Background: an optimization exercise with open tools, aiming at small area. Do not read the settings as production practice.
RTL that was checked went through simulation tests only; none was proved equivalent to the original.
No activity file was given, so power comes from the tool's default toggle rates.

== v6 ==
==> flow/design.v <==
`timescale 1ns / 1ps
package swea_pkg;
	localparam int TIME_W = 31;
	localparam int REF_W = 32;
	localparam int TAG_W = 31;
	localparam int RANK_CNT_W = 9;
	localparam int RANK_W = 8;
	localparam int MAX_WINDOWS_PER_EVENT = 32;
	localparam int CNT_W = $clog2(MAX_WINDOWS_PER_EVENT + 1);
	localparam int DIV_W = 31;
	localparam int DIV_STEP_W = $clog2(DIV_W);
	localparam int ADDR_W = 4;
	localparam int DATA_W = 32;
	localparam logic [RANK_CNT_W-1:0] RANK_LIMIT = RANK_CNT_W'(256);
	localparam logic [1:0] REG_SLIDE = 2'd0;
	localparam logic [1:0] REG_RANGE = 2'd1;
	localparam logic [1:0] REG_RANKS = 2'd2;
	localparam logic KIND_ASSIGN = 1'b0;
	localparam logic KIND_SUMMARY = 1'b1;
	typedef struct packed {
		logic [TIME_W-1:0] evt_stamp;
		logic [REF_W-1:0] event_ref;
		logic [TAG_W-1:0] message_tag;
		logic end_of_message;
	} evt_item_t;
	typedef struct packed {
		logic result_kind;
		logic [TIME_W-1:0] window_id;
		logic [RANK_W-1:0] target_rank;
		logic [REF_W-1:0] out_event_ref;
		logic [TAG_W-1:0] out_message_tag;
		logic [TIME_W-1:0] span_low;
		logic [TIME_W-1:0] span_high;
		logic last;
	} res_item_t;
	typedef struct packed {
		logic start;
		logic [DIV_W-1:0] dividend;
		logic [DIV_W-1:0] divisor;
	} div_req_t;
	typedef struct packed {
		logic busy;
		logic done;
		logic [DIV_W-1:0] quot;
		logic [DIV_W-1:0] rem;
	} div_rsp_t;
endpackage
`timescale 1ns / 1ps
`timescale 1ns / 1ps
module sliding_window_event_assigner_core (
	input  logic                              clk,
	input  logic                              arst_n,
	input  logic                              evt_valid,
	output logic                              evt_ready,
	input  logic [swea_pkg::TIME_W-1:0]       evt_stamp,
	input  logic [swea_pkg::REF_W-1:0]        evt_ref,
	input  logic [swea_pkg::TAG_W-1:0]        evt_tag,
	input  logic                              evt_eom,
	output logic                              res_valid,
	input  logic                              res_ready,
	output logic                              res_kind,
	output logic [swea_pkg::TIME_W-1:0]       res_window_id,
	output logic [swea_pkg::RANK_W-1:0]       res_rank,
	output logic [swea_pkg::REF_W-1:0]        res_ref,
	output logic [swea_pkg::TAG_W-1:0]        res_tag,
	output logic [swea_pkg::TIME_W-1:0]       res_span_low,
	output logic [swea_pkg::TIME_W-1:0]       res_span_high,
	output logic                              res_last,
	input  logic                              psel,
	input  logic                              penable,
	input  logic                              pwrite,
	input  logic [swea_pkg::ADDR_W-1:0]       paddr,
	input  logic [swea_pkg::DATA_W-1:0]       pwdata,
	output logic [swea_pkg::DATA_W-1:0]       prdata,
	output logic                              pready
);
	localparam int TW = swea_pkg::TIME_W;
	localparam logic [2:0] ST_IDLE  = 3'd0;
	localparam logic [2:0] ST_DIVC  = 3'd1;
	localparam logic [2:0] ST_DIVN  = 3'd2;
	localparam logic [2:0] ST_SKIP  = 3'd3;
	localparam logic [2:0] ST_DIVR  = 3'd4;
	localparam logic [2:0] ST_EMIT  = 3'd5;
	localparam logic [2:0] ST_SUMM  = 3'd6;
	localparam logic [2:0] ST_CLRP  = 3'd7;
	logic [2:0] st_q;
	logic [TW-1:0] slide_q;
	logic [TW-1:0] range_q;
	logic [8:0] ranks_q;
	logic [TW-1:0] low_q;
	logic [TW-1:0] high_q;
	logic hgt_q, hlt_q, lgt_q, llt_q;
	logic [swea_pkg::REF_W-1:0] ref_q;
	logic [swea_pkg::TAG_W-1:0] tag_q;
	logic eom_q;
	logic [TW-1:0] w_q;
	logic [TW-1:0] r_q;
	logic [5:0] k_q;
	logic [4:0] j_q;
	logic [TW-1:0] slide_eff;
	logic [8:0] ranks_eff;
	logic [TW-1:0] dsr;
	logic [TW-1:0] win;
	logic win_neg;
	logic win_bit;
	logic in_bit;
	logic [TW:0] sh;
	logic [TW+1:0] diff;
	logic ge;
	logic last_step;
	logic [5:0] k_nxt;
	logic taken;
	logic hbit;
	logic lbit;
	logic summ;
	logic cfg_wr;
	always_comb begin
		slide_eff = {slide_q[TW-1:1], slide_q[0] | (slide_q == '0)};
		ranks_eff = ranks_q[8] ? 9'd256 : {ranks_q[7:1], ranks_q[0] | (ranks_q[7:0] == '0)};
		{win_neg, win} = {1'b0, w_q} - (TW+1)'(k_q[4:0]);
		win_bit = win[5'd30 - j_q];
		dsr = (st_q == ST_DIVR) ? TW'(ranks_eff) : slide_eff;
		case (st_q)
			ST_DIVC: in_bit = range_q[TW-1];
			ST_DIVN: in_bit = w_q[TW-1];
			default: in_bit = win_bit;
		endcase
		sh = {r_q, in_bit};
		diff = {1'b0, sh} - {2'b0, dsr};
		ge = !diff[TW+1];
		last_step = j_q == 5'd30;
		k_nxt = k_q[5] ? k_q : (k_q[4] ? 6'd32 : {k_q[4:0], ge});
		taken = res_ready;
		hbit = hgt_q ? ge : (hlt_q ? high_q[TW-1] : (ge | high_q[TW-1]));
		lbit = lgt_q ? low_q[TW-1] : (llt_q ? win_bit : (win_bit & low_q[TW-1]));
		summ = st_q == ST_SUMM;
		cfg_wr = psel && penable && pwrite;
	end
	assign evt_ready = st_q == ST_IDLE;
	assign res_valid = (st_q == ST_EMIT) || summ;
	assign res_kind = summ;
	assign res_window_id = summ ? '0 : win;
	assign res_rank = r_q[7:0];
	assign res_ref = summ ? '0 : ref_q;
	assign res_tag = tag_q;
	assign res_span_low = summ ? low_q : '0;
	assign res_span_high = summ ? high_q : '0;
	assign res_last = summ || ((k_q[4:0] == '0) && !eom_q);
	assign pready = st_q != ST_DIVC;
	always_comb begin
		case (paddr[3:2])
			swea_pkg::REG_SLIDE: prdata = {1'b0, slide_q};
			swea_pkg::REG_RANGE: prdata = {1'b0, range_q};
			swea_pkg::REG_RANKS: prdata = {23'd0, ranks_q};
			default: prdata = '0;
		endcase
	end
	always_ff @(posedge clk or negedge arst_n) begin
		if (!arst_n) begin
			st_q <= ST_CLRP;
			j_q <= '0;
			slide_q <= TW'(1);
			range_q <= TW'(1);
			ranks_q <= 9'd1;
		end else begin
			if ((st_q == ST_DIVC) || (st_q == ST_DIVN) || (st_q == ST_DIVR) || (st_q == ST_CLRP))
				j_q <= last_step ? 5'd0 : j_q + 5'd1;
			if (cfg_wr) begin
				case (paddr[3:2])
					swea_pkg::REG_SLIDE: slide_q <= pwdata[TW-1:0];
					swea_pkg::REG_RANGE: range_q <= pwdata[TW-1:0];
					swea_pkg::REG_RANKS: ranks_q <= pwdata[8:0];
					default: begin
					end
				endcase
			end
			case (st_q)
				ST_IDLE: begin
					if (evt_valid) st_q <= ST_DIVC;
				end
				ST_DIVC: begin
					range_q <= {range_q[TW-2:0], range_q[TW-1]};
					if (last_step) begin
						if (k_nxt == '0) st_q <= eom_q ? ST_SUMM : ST_IDLE;
						else st_q <= ST_DIVN;
					end
				end
				ST_DIVN: begin
					if (last_step) st_q <= ST_SKIP;
				end
				ST_SKIP: begin
					if (!win_neg) st_q <= ST_DIVR;
				end
				ST_DIVR: begin
					if (last_step) st_q <= ST_EMIT;
				end
				ST_EMIT: begin
					if (taken) begin
						if (k_q[4:0] == '0) st_q <= eom_q ? ST_SUMM : ST_IDLE;
						else st_q <= ST_DIVR;
					end
				end
				ST_SUMM: begin
					if (taken) st_q <= ST_CLRP;
				end
				ST_CLRP: begin
					if (last_step) st_q <= ST_IDLE;
				end
				default: st_q <= ST_IDLE;
			endcase
		end
	end
	always_ff @(posedge clk) begin
		case (st_q)
			ST_IDLE: begin
				if (evt_valid) begin
					ref_q <= evt_ref;
					tag_q <= evt_tag;
					eom_q <= evt_eom;
					w_q <= evt_stamp;
					r_q <= '0;
					k_q <= '0;
				end
			end
			ST_DIVC: begin
				r_q <= last_step ? '0 : (ge ? diff[TW-1:0] : sh[TW-1:0]);
				k_q <= k_nxt;
				hgt_q <= 1'b0;
				hlt_q <= 1'b0;
			end
			ST_DIVN: begin
				w_q <= {w_q[TW-2:0], ge};
				high_q <= {high_q[TW-2:0], hbit};
				r_q <= last_step ? '0 : (ge ? diff[TW-1:0] : sh[TW-1:0]);
				if (last_step) k_q <= k_q - 6'd1;
				if (!hgt_q && !hlt_q) begin
					hgt_q <= ge & !high_q[TW-1];
					hlt_q <= !ge & high_q[TW-1];
				end
			end
			ST_SKIP: begin
				if (win_neg) k_q <= k_q - 6'd1;
				lgt_q <= 1'b0;
				llt_q <= 1'b0;
			end
			ST_DIVR: begin
				r_q <= ge ? diff[TW-1:0] : sh[TW-1:0];
				low_q <= {low_q[TW-2:0], lbit};
				if (!lgt_q && !llt_q) begin
					lgt_q <= win_bit & !low_q[TW-1];
					llt_q <= !win_bit & low_q[TW-1];
				end
			end
			ST_EMIT: begin
				if (taken) begin
					r_q <= '0;
					k_q <= k_q - 6'd1;
					lgt_q <= 1'b0;
					llt_q <= 1'b0;
				end
			end
			ST_CLRP: begin
				low_q <= {low_q[TW-2:0], 1'b1};
				high_q <= {high_q[TW-2:0], 1'b0};
			end
			default: begin
			end
		endcase
	end
endmodule
Settings: LEC_CHECK=0, ABC_AREA=1, CAP_MARGIN=20, CORE_MARGIN=2, CORE_UTILIZATION=40, CTS_BUF_LIST=sky130_fd_sc_hd__clkbuf_8, CTS_CLUSTER_SIZE=30, SLEW_MARGIN=20; clock period 10.0 ns.
run.sh (not shown) runs the stock make flow with config.mk's settings and CLKGATE_MAP_FILE= SYNTH_SCRIPT=/design/flow/synth_recipe.tcl, a recipe that flattens the netlist after the stock synthesis.
v6 has completed all stages; timing, DRC and antenna checks passed.
Input changes introduced in v7 (baseline for comparison: v6):
-- flow/config.mk --
<<< v6, line 10
export CORE_MARGIN = 2
export CORE_UTILIZATION = 40
export CTS_BUF_LIST = sky130_fd_sc_hd__clkbuf_8
export CTS_CLUSTER_SIZE = 30
export SLEW_MARGIN = 20
>>> v7, line 10
export CORE_MARGIN = 2
export CORE_UTILIZATION = 40
export CTS_BUF_LIST = sky130_fd_sc_hd__clkbuf_4
export SLEW_MARGIN = 20
Results
- From v7 to v6, horizontal extent of the die did not move at all.
- Delta (v7 minus v6): global-route met1 utilization ~0 delta; slew at the pin with the worst max-slew slack saw a decrease; final critical delay including setup and external delays higher; design area now larger; wire length on met1 moved down.
- In the reports for v6 and v7, the smaller core utilization belongs to v6.
No run of this note included a check of the RTL's function; only the layout flow was run.

========
## run A
Another version of the RTL of sliding_window_event_assigner_core (not shown whole).
Size: roughly 1700 cells after synthesis, ~280 flip-flops, ~340 I/O pins, roughly 15000 µm² of cells after synthesis.
// sliding_window_event_assigner_core
module sliding_window_event_assigner_core (
	input  logic                              clk,
	input  logic                              arst_n,
	input  logic                              evt_valid,
	output logic                              evt_ready,
	input  logic [swea_pkg::TIME_W-1:0]       evt_stamp,
	input  logic [swea_pkg::REF_W-1:0]        evt_ref,
	input  logic [swea_pkg::TAG_W-1:0]        evt_tag,
	input  logic                              evt_eom,
	output logic                              res_valid,
	input  logic                              res_ready,
	output logic                              res_kind,
	output logic [swea_pkg::TIME_W-1:0]       res_window_id,
	output logic [swea_pkg::RANK_W-1:0]       res_rank,
	output logic [swea_pkg::REF_W-1:0]        res_ref,
	output logic [swea_pkg::TAG_W-1:0]        res_tag,
	output logic [swea_pkg::TIME_W-1:0]       res_span_low,
	output logic [swea_pkg::TIME_W-1:0]       res_span_high,
	output logic                              res_last,
	input  logic                              psel,
	input  logic                              penable,
	input  logic                              pwrite,
	input  logic [swea_pkg::ADDR_W-1:0]       paddr,
	input  logic [swea_pkg::DATA_W-1:0]       pwdata,
	output logic [swea_pkg::DATA_W-1:0]       prdata,
	output logic                              pready
);
clock: 10.0 ns
lec_check: 0
abc_area: 1
cap_margin: 20
core_margin: 2
core_utilization: 40
slew_margin: 20
standard.sh (not shown) runs the stock make flow with config.mk's settings and CLKGATE_MAP_FILE= SYNTH_SCRIPT=/design/flow/synth_recipe.tcl, a recipe that flattens the netlist after the stock synthesis.
==> flow/flow/run.sh <==
#!/bin/bash
# own layout flow: the standard flow (standard.sh) unchanged for synthesis, then the
# rest of the standard flow with two layout choices made explicit:
#  - every input and output port still gets its own buffer, but a small one (buf_1)
#  - the clock tree uses clkbuf_8 buffers, larger sink clusters and no dummy loads
# each step writes its full output to a log file in the work folder
set -euo pipefail
bash standard.sh synth > synth.log 2>&1
bash standard.sh \
	"BUFFER_PORTS_ARGS=-buffer_cell sky130_fd_sc_hd__buf_1" \
	"CTS_ARGS=-sink_clustering_enable -repair_clock_nets -dont_use_dummy_load -buf_list sky130_fd_sc_hd__clkbuf_8 -sink_clustering_size 20 -sink_clustering_max_diameter 50" \
	finish > layout.log 2>&1
Run A completed every stage of the flow, and the final layout passed the timing, DRC and antenna checks.
The inputs of run B differ from those of run A as listed below.
- ABC_AREA: 1 -> unset
--- a/flow/flow/run.sh
+++ b/flow/flow/run.sh
@@ -9,4 +9,4 @@
 bash standard.sh \
 	"BUFFER_PORTS_ARGS=-buffer_cell sky130_fd_sc_hd__buf_1" \
-	"CTS_ARGS=-sink_clustering_enable -repair_clock_nets -dont_use_dummy_load -buf_list sky130_fd_sc_hd__clkbuf_8 -sink_clustering_size 20 -sink_clustering_max_diameter 50" \
+	"CTS_ARGS=-sink_clustering_enable -repair_clock_nets -dont_use_dummy_load -buf_list sky130_fd_sc_hd__clkbuf_8 -sink_clustering_size 16 -sink_clustering_max_diameter 60" \
 	finish > layout.log 2>&1
Findings:
Per the comparison of run B with run A, die area lost about 2%; combinational power share lost 2.1 points. The adder-cell share of the synthesized area of run B and that of run A are within noise of each other. Run B vs run A — met1 routed wirelength after detailed routing dropped about 3%. Compared with run A, in run B combinational power fell about 8%, DRC violation count after routing about even, all-layer global routing usage fell 0.72 points. Post-detailed-routing wire length on run B is ahead of run A. Final standard cell count with taps included and fillers excluded, run B and run A: larger value in run A. The number of non-clock buffers of run B is higher than that of run A. Relative to run A, initial detailed-routing violation count decreased by 111 in run B.
diff inputs: run B => run C
- an added ABC_AREA of 1
### Flow results
- Start-to-end type of the worst setup path = in2out: run C; start-to-end type of the worst setup path = reg2reg: run B
- Between run B and run C, the cell count went up.
- The run with more routed wire is run C, not run B.
- Compared with run B, run C degrades minimum hold slack.
diff inputs: run C => run D
- clearing ABC_AREA, which used to be 1
==> flow/flow/run.sh <==
#!/bin/bash
# own layout flow:
#  1. the standard synthesis, unchanged (standard.sh synth)
#  2. the logic between the flip-flops mapped again by abc with an area script
#     (flow/resyn.tcl); every flip-flop keeps its instance, name and cell type
#  3. the rest of the standard flow, with two layout choices made explicit:
#     every input and output port still gets its own buffer, but a small one (buf_1),
#     and the clock tree uses clkbuf_8 buffers, small sink clusters and no dummy loads
# each step writes its full output to a log file in the work folder
set -euo pipefail
RES=orfs/results/$FLOW_PLATFORM/sliding_window_event_assigner_core/base
bash standard.sh synth > synth.log 2>&1
cp $RES/1_2_yosys.v 1_2_yosys.standard.v
export RESYN_LIB=$FLOW_HOME/platforms/$FLOW_PLATFORM/lib/sky130_fd_sc_hd__tt_025C_1v80.lib
export RESYN_FF_CELLS="$(grep -o 'sky130_fd_sc_hd__[a-z]*df[a-z]*_[0-9]*' 1_2_yosys.standard.v | sort -u | tr '\n' ' ')"
export RESYN_DONT_USE="$(sed -n '/DONT_USE_CELLS/,/^$/p' $FLOW_HOME/platforms/$FLOW_PLATFORM/config.mk | grep -o 'sky130_fd_sc_hd__[a-z0-9_]*' | sed 's/^/-dont_use /' | tr '\n' ' ')"
export RESYN_IN=$PWD/1_2_yosys.standard.v
export RESYN_OUT=$PWD/1_2_yosys.resyn.v
${YOSYS_EXE:-yosys} -c flow/resyn.tcl > resyn.log 2>&1
cp 1_2_yosys.resyn.v $RES/1_2_yosys.v
rm -f $RES/1_synth.odb $RES/1_synth.sdc
bash standard.sh synth > synth_odb.log 2>&1
bash standard.sh \
	"BUFFER_PORTS_ARGS=-buffer_cell sky130_fd_sc_hd__buf_1" \
	"CTS_ARGS=-sink_clustering_enable -repair_clock_nets -dont_use_dummy_load -buf_list sky130_fd_sc_hd__clkbuf_8 -sink_clustering_size 16 -sink_clustering_max_diameter 60" \
	finish > layout.log 2>&1
==> flow/flow/resyn.tcl (new file) <==
# combinational re-mapping of the standard synthesis netlist, for area
# the flip-flops are kept as they are (same instances, names and cell types): they are
# black boxes here, and only the logic between them is mapped again by abc
yosys read_liberty -ignore_miss_func $::env(RESYN_LIB)
yosys blackbox {*}$::env(RESYN_FF_CELLS)
yosys read_verilog $::env(RESYN_IN)
yosys hierarchy -top $::env(FLOW_TOP)
yosys flatten
yosys rename -hide w:*.*
yosys opt_clean -purge
set a3 "strash;dc2;dch,-f;amap;strash;dc2;dch,-f;amap;strash;dch,-f;amap"
yosys abc -liberty $::env(RESYN_LIB) {*}$::env(RESYN_DONT_USE) -script "+$a3;topo"
yosys opt_clean -purge
yosys hilomap -singleton -hicell sky130_fd_sc_hd__conb_1 HI -locell sky130_fd_sc_hd__conb_1 LO
yosys splitnets
yosys opt_clean -purge
yosys insbuf -buf sky130_fd_sc_hd__buf_1 A X
yosys stat -liberty $::env(RESYN_LIB)
yosys write_verilog -noattr -nohex -nodec $::env(RESYN_OUT)
--- outcome ---
- [compare] base=run C new=run D: total via count in the routed design down 1100; worst setup timing slack at the placement stage fell 3510 ps.
- Per the comparison of run D with run C, met1 track utilization from global routing now larger, end-of-flow core utilization went up by 1.4 points, number of clock-tree buffers in the layout down about 10%, signed area change from the synthesized netlist to the final layout went up 4.4 points.
- Max number of buffers and inverters on the critical path across run D and run C: run D
- Of run D and run C, run D shows the higher number of non-clock buffers, with run C below it.
- Run C → run D: share of layout cells above drive strength 1 fell 1.1 points; design area lost 9.2%; routed length on met1 lower.
- The path type of the worst setup path comes out in2out in one run and reg2reg in the other, namely in run C and run D respectively.
Setup changes, run D to run E
- a change of CAP_MARGIN from 20 to 0
- a change of CORE_UTILIZATION from 40 to 65
- a change of SLEW_MARGIN from 20 to 0
- Run E vs run D, met2 track utilization from global routing went up by 19 points.
- Compared to run D, run E has total power about 0.65% lower.
- CTS buffer count went down by a little under 10% going from run D to run E.
- Run E gives more sequential share of layout area than run D did.
- The standard cells in run E occupy less silicon area than those in run D do.
- From run E to run D, final routed DRC violation total did not move at all.
- Against run D, run E comes in 22% higher on met3 wire length.

## afterwards: timing with drivers on the ports
In the flow no input, the clock included, has a driving cell. The finished layouts below were timed again as built, in two steps.
Step 1 (the two cells are an assumption about what drives the block):
set clk [get_ports {clk}]
set_driving_cell -lib_cell sky130_fd_sc_hd__clkbuf_16 $clk
set_driving_cell -lib_cell sky130_fd_sc_hd__buf_2 [delete_from_list [all_inputs] $clk]
Step 2 times the ports against the registers' clock, not the clock port: input delays grow and output delays shrink by t, the midpoint of the rising clock arrivals with the driver on.
Three values: ideal ports, drivers, drivers and shift; two values: the first two.
run	t, ns	setup slack, ns	worst hold slack (ns)	worst data-port slew with drivers (ns)
v6	0.685	3.264 / 3.240 / 3.240	0.435 / 0.435 / 0.435	0.07
v7	0.789	3.261 / 3.237 / 3.237	0.431 / 0.431 / 0.431	0.07
run A	0.619	4.112 / 4.060 / 4.060	0.414 / 0.414 / 0.414	0.09
run B	0.626	3.305 / 3.305 / 3.305	0.458 / 0.458 / 0.458	0.08
run C	0.646	4.123 / 4.071 / 4.071	0.435 / 0.435 / 0.435	0.08
run D	0.618	1.022 / 1.022 / 1.022	0.446 / 0.446 / 0.446	0.11
run E	0.595	0.854 / 0.854 / 0.854	0.442 / 0.442 / 0.442	0.12
After both steps every run listed still meets setup and hold.
